This is an optimization exercise on Yosys and OpenROAD, whose aim is small area, a short achievable clock period and few clock cycles, not a production implementation.
In this exercise RTL edits were held to simulation tests only and were not proved equivalent to the original.
Power and IR drop assume default switching activity.

`flow/config.mk`:
```
export PLATFORM = sky130hd
export DESIGN_NAME = udp_ipv4_header_builder_unit
export DESIGN_NICKNAME = udp_ipv4_header_builder_unit
export VERILOG_FILES = /design/flow/design.v
export SDC_FILE = /design/flow/constraint.sdc
export NUM_CORES = 4
export LEC_CHECK = 0
export CAP_MARGIN = 20
export CORE_MARGIN = 2
export CORE_UTILIZATION = 40
export SLEW_MARGIN = 20
```
`flow/constraint.sdc`:
```
create_clock -name core_clock -period 6.0 [get_ports {clk}]
set_input_delay 1.2000 -clock core_clock [delete_from_list [all_inputs] [get_ports {clk}]]
set_output_delay 1.2000 -clock core_clock [all_outputs]
set_load 0.01 [all_outputs]
```
`flow/design.v`:
```
package udpb_pkg;
  localparam logic [15:0] MAX_PAYLOAD_BYTES = 16'd65507;
  localparam logic [15:0] IP_LEN_OFFSET  = 16'd28;   
  localparam logic [15:0] UDP_LEN_OFFSET = 16'd8;
  localparam logic [7:0]  PROTO_UDP      = 8'd17;
  localparam logic [15:0] IP_VER_TOS     = 16'h4500;
  localparam logic [15:0] IP_FLAGS       = 16'h4000;
  localparam logic [15:0] CKSUM_ALL_ONES = 16'hFFFF;
  localparam logic [17:0] IP_CONST_SUM =
    18'(IP_VER_TOS) + 18'(IP_FLAGS) + 18'(PROTO_UDP);
  localparam int CFG_INDEX_W = 3;
  localparam logic [CFG_INDEX_W-1:0] REG_SOURCE_ADDRESS      = 3'd0;
  localparam logic [CFG_INDEX_W-1:0] REG_DESTINATION_ADDRESS = 3'd1;
  localparam logic [CFG_INDEX_W-1:0] REG_SOURCE_PORT         = 3'd2;
  localparam logic [CFG_INDEX_W-1:0] REG_DESTINATION_PORT    = 3'd3;
  localparam logic [CFG_INDEX_W-1:0] REG_TIME_TO_LIVE        = 3'd4;
  localparam logic [31:0] RST_SOURCE_ADDRESS      = 32'h0606_0600;
  localparam logic [31:0] RST_DESTINATION_ADDRESS = 32'h0;
  localparam logic [15:0] RST_SOURCE_PORT         = 16'd6666;
  localparam logic [15:0] RST_DESTINATION_PORT    = 16'd0;
  localparam logic [7:0]  RST_TIME_TO_LIVE        = 8'd50;
  localparam logic [3:0] W_VER_TOS   = 4'd0;
  localparam logic [3:0] W_TOT_LEN   = 4'd1;
  localparam logic [3:0] W_IDENT     = 4'd2;
  localparam logic [3:0] W_FLAGS     = 4'd3;
  localparam logic [3:0] W_TTL_PROTO = 4'd4;
  localparam logic [3:0] W_HDR_CK    = 4'd5;
  localparam logic [3:0] W_SA_HI     = 4'd6;
  localparam logic [3:0] W_SA_LO     = 4'd7;
  localparam logic [3:0] W_DA_HI     = 4'd8;
  localparam logic [3:0] W_DA_LO     = 4'd9;
  localparam logic [3:0] W_SPORT     = 4'd10;
  localparam logic [3:0] W_DPORT     = 4'd11;
  localparam logic [3:0] W_UDP_LEN   = 4'd12;
  localparam logic [3:0] W_UDP_CK    = 4'd13;
  localparam int JOBQ_DEPTH = 2;
  localparam int JOBQ_AW    = (JOBQ_DEPTH > 1) ? $clog2(JOBQ_DEPTH) : 1;
  typedef struct packed {
    logic [7:0] payload_byte;
    logic       final_byte;
  } item_t;
  typedef struct packed {
    logic [15:0] header_word;
    logic [3:0]  word_index;
    logic        length_error;
    logic        end_of_header;
  } result_t;
  typedef struct packed {
    logic [31:0] source_address;
    logic [31:0] destination_address;
    logic [15:0] source_port;
    logic [15:0] destination_port;
    logic [7:0]  time_to_live;
  } cfg_t;
  typedef struct packed {
    logic [15:0] payload_sum;
    logic [15:0] byte_count;
    logic        overflow;
  } job_t;
  typedef struct packed {
    logic full;
    logic valid;
  } jobq_status_t;
endpackage
import udpb_pkg::*;
module udpb_front
(
  input  logic  clk,
  input  logic  rst,
  input  logic  accept,
  input  udpb_pkg::item_t item,
  output logic  job_push,
  output udpb_pkg::job_t  job
);
  function automatic logic [15:0] oc_add(input logic [15:0] a, input logic [15:0] b);
    logic [16:0] s;
    s = {1'b0, a} + {1'b0, b};
    oc_add = s[15:0] + {15'd0, s[16]};
  endfunction
  logic [15:0] payload_sum;
  logic [15:0] byte_count;
  logic [7:0]  held_high_byte;
  logic        odd_position;
  logic        overflow_seen;
  logic [15:0] pair_word;
  logic [15:0] sum_next;
  logic [15:0] count_next;
  logic        overflow_next;
  assign pair_word     = odd_position ? {held_high_byte, item.payload_byte}
                                      : {item.payload_byte, 8'h00};
  assign sum_next      = oc_add(payload_sum, pair_word);
  assign count_next    = (byte_count < MAX_PAYLOAD_BYTES) ? byte_count + 16'd1
                                                          : byte_count;
  assign overflow_next = overflow_seen | (byte_count >= MAX_PAYLOAD_BYTES);
  assign job_push        = accept & item.final_byte;
  assign job.payload_sum = sum_next;
  assign job.byte_count  = count_next;
  assign job.overflow    = overflow_next;
  always_ff @(posedge clk) begin
    if (rst) begin
      payload_sum    <= '0;
      byte_count     <= '0;
      held_high_byte <= '0;
      odd_position   <= 1'b0;
      overflow_seen  <= 1'b0;
    end else if (accept) begin
      if (item.final_byte) begin
        payload_sum    <= '0;
        byte_count     <= '0;
        held_high_byte <= '0;
        odd_position   <= 1'b0;
        overflow_seen  <= 1'b0;
      end else begin
        byte_count    <= count_next;
        overflow_seen <= overflow_next;
        if (odd_position) begin
          payload_sum    <= sum_next;
          held_high_byte <= '0;
          odd_position   <= 1'b0;
        end else begin
          held_high_byte <= item.payload_byte;
          odd_position   <= 1'b1;
        end
      end
    end
  end
endmodule
import udpb_pkg::*;
module udpb_jobq
(
  input  logic         clk,
  input  logic         rst,
  input  logic         push,
  input  udpb_pkg::job_t         push_job,
  input  logic         pop,
  output udpb_pkg::job_t         head_job,
  output udpb_pkg::jobq_status_t status
);
  localparam int JOB_W = 33;   
  logic [JOB_W-1:0]   entries [JOBQ_DEPTH];
  logic [JOBQ_AW-1:0] wr_ptr;
  logic [JOBQ_AW-1:0] rd_ptr;
  logic [JOBQ_AW:0]   count;
  logic do_push;
  logic do_pop;
  assign status.full  = (count == (JOBQ_AW+1)'(JOBQ_DEPTH));
  assign status.valid = (count != '0);
  assign do_push      = push & ~status.full;
  assign do_pop       = pop & status.valid;
  assign head_job     = entries[rd_ptr];
  function automatic logic [JOBQ_AW-1:0] ptr_inc(input logic [JOBQ_AW-1:0] p);
    ptr_inc = (p == JOBQ_AW'(JOBQ_DEPTH - 1)) ? '0 : p + JOBQ_AW'(1);
  endfunction
  always_ff @(posedge clk) begin
    if (do_push) begin
      entries[wr_ptr] <= push_job;
    end
  end
  always_ff @(posedge clk) begin
    if (rst) begin
      wr_ptr <= '0;
      rd_ptr <= '0;
      count  <= '0;
    end else begin
      if (do_push) begin
        wr_ptr <= ptr_inc(wr_ptr);
      end
      if (do_pop) begin
        rd_ptr <= ptr_inc(rd_ptr);
      end
      unique case ({do_push, do_pop})
        2'b10:   count <= count + (JOBQ_AW+1)'(1);
        2'b01:   count <= count - (JOBQ_AW+1)'(1);
        default: count <= count;
      endcase
    end
  end
endmodule
import udpb_pkg::*;
module udpb_back
(
  input  logic    clk,
  input  logic    rst,
  input  logic    job_valid,
  input  udpb_pkg::job_t    job,
  output logic    job_pop,
  input  udpb_pkg::cfg_t    cfg,
  input  logic    pop,
  output logic    empty,
  output udpb_pkg::result_t result
);
  function automatic logic [15:0] oc_fold(input logic [19:0] x);
    logic [16:0] t;
    t = {1'b0, x[15:0]} + {13'd0, x[19:16]};
    oc_fold = t[15:0] + {15'd0, t[16]};
  endfunction
  logic        active;
  logic [3:0]  idx;
  logic        st1;
  logic        st2;
  logic        st3;
  logic        ck_done;
  logic [15:0] payload_sum;
  logic        overflow;
  logic [15:0] ip_len;
  logic [15:0] udp_len;
  logic [17:0] addr_sum;
  logic [17:0] misc_ip;
  logic [17:0] misc_udp;
  logic [19:0] ip_raw;
  logic [19:0] udp_raw;
  logic [15:0] ip_ck;
  logic [15:0] udp_ck;
  logic        out_valid;
  udpb_pkg::result_t     out_reg;
  logic        can_emit;
  logic        last_word;
  logic        load;
  logic [15:0] word;
  logic [15:0] udp_ck_raw;
  assign can_emit  = active & (~out_valid | pop) & ((idx < W_HDR_CK) | ck_done);
  assign last_word = can_emit & (idx == W_UDP_CK);
  assign load      = job_valid & (~active | last_word);
  assign job_pop   = load;
  assign empty  = ~out_valid;
  assign result = out_reg;
  assign udp_ck_raw = ~oc_fold(udp_raw);
  always_comb begin
    unique case (idx)
      W_VER_TOS:   word = IP_VER_TOS;
      W_TOT_LEN:   word = ip_len;
      W_IDENT:     word = 16'h0000;
      W_FLAGS:     word = IP_FLAGS;
      W_TTL_PROTO: word = {cfg.time_to_live, PROTO_UDP};
      W_HDR_CK:    word = ip_ck;
      W_SA_HI:     word = cfg.source_address[31:16];
      W_SA_LO:     word = cfg.source_address[15:0];
      W_DA_HI:     word = cfg.destination_address[31:16];
      W_DA_LO:     word = cfg.destination_address[15:0];
      W_SPORT:     word = cfg.source_port;
      W_DPORT:     word = cfg.destination_port;
      W_UDP_LEN:   word = udp_len;
      W_UDP_CK:    word = udp_ck;
      default:     word = 16'h0000;
    endcase
  end
  always_ff @(posedge clk) begin
    if (rst) begin
      active    <= 1'b0;
      idx       <= '0;
      st1       <= 1'b0;
      st2       <= 1'b0;
      st3       <= 1'b0;
      ck_done   <= 1'b0;
      out_valid <= 1'b0;
    end else begin
      st1 <= load;
      st2 <= st1;
      st3 <= st2;
      if (load) begin
        ck_done <= 1'b0;
      end else if (st3) begin
        ck_done <= 1'b1;
      end
      if (load) begin
        active <= 1'b1;
        idx    <= W_VER_TOS;
      end else if (last_word) begin
        active <= 1'b0;
      end else if (can_emit) begin
        idx <= idx + 4'd1;
      end
      if (can_emit) begin
        out_valid <= 1'b1;
      end else if (pop) begin
        out_valid <= 1'b0;
      end
    end
  end
  always_ff @(posedge clk) begin
    if (load) begin
      payload_sum <= job.payload_sum;
      overflow    <= job.overflow;
      ip_len      <= job.byte_count + IP_LEN_OFFSET;
      udp_len     <= job.byte_count + UDP_LEN_OFFSET;
    end
    if (st1) begin
      addr_sum <= 18'(cfg.source_address[31:16]) + 18'(cfg.source_address[15:0])
                + 18'(cfg.destination_address[31:16])
                + 18'(cfg.destination_address[15:0]);
      misc_ip  <= 18'(ip_len) + 18'({cfg.time_to_live, 8'h00}) + IP_CONST_SUM;
      misc_udp <= 18'(payload_sum) + 18'(cfg.source_port)
                + 18'(cfg.destination_port) + 18'(PROTO_UDP);
    end
    if (st2) begin
      ip_raw  <= 20'(addr_sum) + 20'(misc_ip);
      udp_raw <= 20'(addr_sum) + 20'(misc_udp) + 20'({udp_len, 1'b0});
    end
    if (st3) begin
      ip_ck  <= ~oc_fold(ip_raw);
      udp_ck <= (udp_ck_raw == 16'h0000) ? CKSUM_ALL_ONES : udp_ck_raw;
    end
    if (can_emit) begin
      out_reg.header_word   <= word;
      out_reg.word_index    <= idx;
      out_reg.length_error  <= overflow;
      out_reg.end_of_header <= (idx == W_UDP_CK);
    end
  end
endmodule
import udpb_pkg::*;
module udp_ipv4_header_builder_unit
(
  input  logic                   clk,
  input  logic                   rst,
  input  logic                   push,
  output logic                   full,
  input  logic [8:0]             item,
  output logic                   empty,
  input  logic                   pop,
  output logic [21:0]            result,
  input  logic                   cfg_write,
  input  logic [2:0]             cfg_index,
  input  logic [31:0]            cfg_data
);
  udpb_pkg::cfg_t         cfg;
  udpb_pkg::jobq_status_t jq_status;
  logic         job_push;
  udpb_pkg::job_t         front_job;
  udpb_pkg::job_t         head_job;
  logic         job_pop;
  logic         accept;
  udpb_pkg::item_t        item_s;
  udpb_pkg::result_t      result_s;
  assign item_s = udpb_pkg::item_t'(item);
  assign result = 22'(result_s);
  assign full   = jq_status.full;
  assign accept = push & ~full;
  always_ff @(posedge clk) begin
    if (rst) begin
      cfg.source_address      <= RST_SOURCE_ADDRESS;
      cfg.destination_address <= RST_DESTINATION_ADDRESS;
      cfg.source_port         <= RST_SOURCE_PORT;
      cfg.destination_port    <= RST_DESTINATION_PORT;
      cfg.time_to_live        <= RST_TIME_TO_LIVE;
    end else if (cfg_write) begin
      unique case (cfg_index)
        REG_SOURCE_ADDRESS:      cfg.source_address      <= cfg_data;
        REG_DESTINATION_ADDRESS: cfg.destination_address <= cfg_data;
        REG_SOURCE_PORT:         cfg.source_port         <= cfg_data[15:0];
        REG_DESTINATION_PORT:    cfg.destination_port    <= cfg_data[15:0];
        REG_TIME_TO_LIVE:        cfg.time_to_live        <= cfg_data[7:0];
        default: ;
      endcase
    end
  end
  udpb_front u_front (
    .clk      (clk),
    .rst      (rst),
    .accept   (accept),
    .item     (item_s),
    .job_push (job_push),
    .job      (front_job)
  );
  udpb_jobq u_jobq (
    .clk      (clk),
    .rst      (rst),
    .push     (job_push),
    .push_job (front_job),
    .pop      (job_pop),
    .head_job (head_job),
    .status   (jq_status)
  );
  udpb_back u_back (
    .clk       (clk),
    .rst       (rst),
    .job_valid (jq_status.valid),
    .job       (head_job),
    .job_pop   (job_pop),
    .cfg       (cfg),
    .pop       (pop),
    .empty     (empty),
    .result    (result_s)
  );
endmodule
```
`flow/run.sh`:
```
#!/bin/bash
# synth_recipe.tcl (not shown) runs the flow's synth.tcl, then flattens the netlist and writes it again
# the make line also repeats each setting of config.mk as NAME=value (left out here)
make -C /OpenROAD-flow-scripts/flow DESIGN_CONFIG=/design/flow/config.mk WORK_HOME=/design/flow/orfs CLKGATE_MAP_FILE= SYNTH_SCRIPT=/design/flow/synth_recipe.tcl finish
```
==> key figures <==
Setup path
  • CP Class: reg2reg
  • Worst setup EP type: flip-flop
  • Critical path fanouts, max: 16
  • Arrival time worst endpoint: 5.47 ns
  • Critical Path Max Stage Delay: 0.59 ns
  • CP dominant cell by count: ha_1
  • Crit path launch type: flip-flop
  • CP required: 6.40 ns
  • WP buf/inv: 1
  • Critical path's slowest cell: a2111oi_0
  • CP top delay family: simple AND/OR/NAND/NOR gates
  • Crit-path cells: ha_1 -> inv_1 -> fa_1 -> nor2b_1 -> o21ai_2 -> and2_1 -> nor3_1 -> and4_1 -> ha_1 -> ha_1 -> nand4_1 -> nor4_1 -> xor2_1 -> a2111oi_0 -> nand4_2 -> o21ai_0

Die
  • Die Y: 251.8 um
  • Die Area: 63390 um2
  • Core ar.: 60580 um2
  • Cell row count: 90
  • I/O pin cnt: 73
  • Initial Util: 0.4054
  • Die span in x: 251.8 um

Cells and area
  • Largest register FFs: 104
  • Final Core Density: 0.4582
  • Layout cells sized above 1: 0.06337
  • Finished Cell Area: 27760 um2
  • P&R area growth vs syn: 13.04%
  • Nets: 2790

Clocking
  • Num Clock Sinks: 421
  • Clock latency (worst-skew pair): 0.61 ns
  • Post CTS Setup Buffer Count: 0
  • Cts-stage hold buffer count: 0
  • CTS HTree Levels: 2
  • Clk buf depth: 3
  • Num CTS Buffers: 48
  • CTS resizes: 0
  • Clock root buffer: clkbuf_16
  • CTS tree: yes
  • Worst-path clk slew: 0.06 ns

Logic synthesis
  • Net Count, Synth: 2736
  • Cells after Synth: 2479
  • Yosys reg bits: 421
  • Synth Warn #: 4
  • Post-synth EDFFs: 260
  • Mapped cell area: 24560 um2
  • Sequential share of the synthesized area: 0.4492
  • Post-synth ARST share: 0
  • Main synth FF type: edfxtp_1
  • Number of distinct library cells after synthesis: 81
  • Avg Cell Area, Syn: 9.907 um2

Routing
  • Drc violations: 0
  • ANT nets after route: 0
  • Via count: 18930
  • Total iterations of the first detailed-routing run: 6
  • Drt initial violations: 1280
  • Total detailed-routing wirelength: 73.23 mm
  • WL per Instance: 21.81 um
  • Vias per std cell: 5.639

STA
  • Min Hold Slack: 0.4168 ns
  • Clock skew: 0.02884 ns
  • Min cycle time layout: 5.072 ns
  • Slew @ Worst Pin: 1.069 ns
  • Count of final max-slew check failures: 0
  • Slew margin rel.: 0.2779
  • Fin. Hold Viols: 0
  • Finish-stage setup viols: 0
  • Total negative slack: 0 ns
  • Period utilization: 0.8453
  • RSZ-0062 raised after global routing: false
  • Highest clock rate: 197.2 MHz

GRT
  • Met2 usage: 0.3862
  • Overflow after GRT: 0
  • Top Usage Layer GRT: met2
  • Vias in the first global route: 18510
  • Largest net degree at the start of global routing: 104
  • Routing usage on met3: 0.04973
  • Initial antenna violation count: 15
  • First-pass GRT wire length: 109.6 mm
  • GRT Overall Usage: 0.2279
  • Met1 usage: 0.2871

Power and ir drop
  • Net Sw Frac: 0.3634
  • Maximum VDD drop: 0.0002597 V
  • Clock power frac: 0.260
  • Comb power frac: 0.377
  • Psw: 4.332 mW
  • Lkg Pwr: 10.61 nW
  • Int Pwr: 7.587 mW
  • Seq pwr share: 0.363
  • PwrDens: 429.3 nW/um2

Outcome
  • Outcome: timing/DRC/antenna clean

Placed design
  • Placed instance area: 26080 um2
  • Port Buffers: 72
  • GPL Wtd Cong: 0.9405
  • Post-detail-place hpwl: 56.25 mm

Flow run
  • Max-Cap Viols: 0

Min path
  • Worst hold path class: reg2reg
[stage by stage]
step                      power, mW  setup WS, ns  instances
after floorplan               7.394         1.447       2479
after detailed placement      8.822        0.5397       3265
after global placement        8.728        0.5509       3265
after global routing          12.60        0.5489       3354
after CTS                     11.96        0.9089       3354
final                         11.92        0.9285       3357
[placed cells by master (no fill, tap or decap), types with 17 or more instances in the layout]
| cell | instances |
|---|---|
| ha_1 | 181 |
| dfxtp_1 | 159 |
| xnor2_1 | 133 |
| a221oi_1 | 23 |
| a211oi_1 | 17 |
| nor2_1 | 137 |
| a22oi_1 | 58 |
| clkbuf_16 | 52 |
| a21oi_1 | 208 |
| fa_1 | 27 |
| o21a_1 | 24 |
| nand4_1 | 20 |
| nand2b_1 | 24 |
| or3_1 | 17 |
| nand2_1 | 339 |
| nand3_1 | 65 |
| nor3_1 | 48 |
| mux2_2 | 30 |
| a21o_1 | 30 |
| and2_1 | 26 |
| a22o_1 | 17 |
| edfxtp_1 | 260 |
| and3_1 | 29 |
| clkdlybuf4s50_1 | 71 |
| xor2_1 | 85 |
| nor2b_1 | 28 |
| buf_4 | 19 |
| inv_1 | 132 |
| o21ai_0 | 67 |
[worst paths after layout]
check	cells past startpoint	end	start	slack (ns)
setup / recovery	16	u_back.udp_ck[15]	u_back.udp_raw[16]	0.93
hold / removal	0	u_back.out_reg[1]	u_back.overflow	0.42
setup reg to reg	16	u_back.udp_ck[15]	u_back.udp_raw[16]	0.93
hold reg to reg	0	u_back.out_reg[1]	u_back.overflow	0.42
[final cells by class]
cell class / instances / area [um2]
fill: 5704 / 32820
antenna: 3 / 7.507
inverter: 133 / 499.2
clock buffer: 64 / 1416
multi-input combinational: 1838 / 12690
sequential: 421 / 11030
clock inverter: 25 / 262.8
timing repair buffer: 91 / 873.3
tap: 782 / 978.4
[worst register-to-register path: stages, from the launching register on]
cell	delay (ns)
edfxtp_1	0.34
ha_1	0.16
inv_1	0.05
fa_1	0.40
nor2b_1	0.21
o21ai_2	0.14
and2_1	0.22
nor3_1	0.37
and4_1	0.32
ha_1	0.19
ha_1	0.27
nand4_1	0.28
nor4_1	0.41
xor2_1	0.14
a2111oi_0	0.59
nand4_2	0.49
o21ai_0	0.30
[power groups by stage]
stage	clock network (mW)	logic [mW]	registers [mW]
final	3.09	4.49	4.33
after global routing	3.26	4.98	4.36
after CTS	3.16	4.47	4.32
after detailed placement	0	4.44	4.38
after global placement	0	4.35	4.37
after floorplan	0	3.18	4.21
[logic make-up after synthesis]
| logic type | after synthesis | share of synthesized area |
|---|---|---|
| and+or+nand+nor | 810 | 0.1570 |
| AOI/OAI and AO/OA | 558 | 0.1475 |
| DFF | 421 | 0.4492 |
| xor gates and xnor gates | 220 | 0.07907 |
| buffers and inverters | 220 | 0.03434 |
| adders and majority gates | 208 | 0.1142 |
| muxes | 42 | 0.01865 |
[Yosys cell counts, types with 14 or more instances]
cell	count	share of area
edfxtp_1	260	0.32
clkbuf_1	79	0.012
o21a_1	24	0.0073
nor2b_1	28	0.0071
a221oi_1	23	0.0082
o21bai_1	15	0.0046
nor2_1	139	0.021
fa_1	27	0.022
nand2b_1	24	0.0061
nand3b_1	15	0.0046
dfxtp_1	161	0.13
a21o_1	30	0.0092
nand2_1	339	0.052
a211oi_1	17	0.0052
o21ai_0	67	0.014
nor3_1	48	0.0098
inv_1	133	0.020
a31oi_1	14	0.0036
a22oi_1	58	0.018
ha_1	181	0.092
or3_1	17	0.0043
and2_1	26	0.0066
xnor2_1	133	0.047
xor2_1	85	0.030
mux2_2	30	0.014
and3_1	29	0.0074
a22o_1	17	0.0061
nand4_1	20	0.0051
a21oi_1	208	0.042
nand3_1	65	0.013
[routing by layer]
metal,wire length (um),share of wire,vias to the layer above
li1,-,-,9060
met4,2558,0.035,22
met3,5382,0.073,146
met5,125,0.0017,-
met1,30840,0.42,9104
met2,34320,0.47,599
Testbench counts, summed over its fixed seeds: cycles 52,846.

[what the ideal ports hide]
The results above use ideal ports. As a check the final layout listed here was re-extracted and re-timed, cells and wires unchanged.
Step 1, drivers: a clkbuf_16 drives clk and a buf_2 each remaining input, both assumed.
Step 2, shift: input delay + t, output delay - t, t = (earliest + latest rising clock arrival at the registers) / 2. This alone moves slack from input paths to output paths.
a / b / c = ideal ports / drivers / drivers and shift; a / b = the first two.
shift t [ns]: 0.659
setup WS [ns]: 0.928 / 0.928 / 0.489
worst register clock-pin slew, ns: 0.06 / 0.06
cell pins on the clock port's net: 1
After both steps setup and hold are still met in this run. The setup slack of this run moves by 0.000 ns with the drivers and by -0.439 ns with both steps.
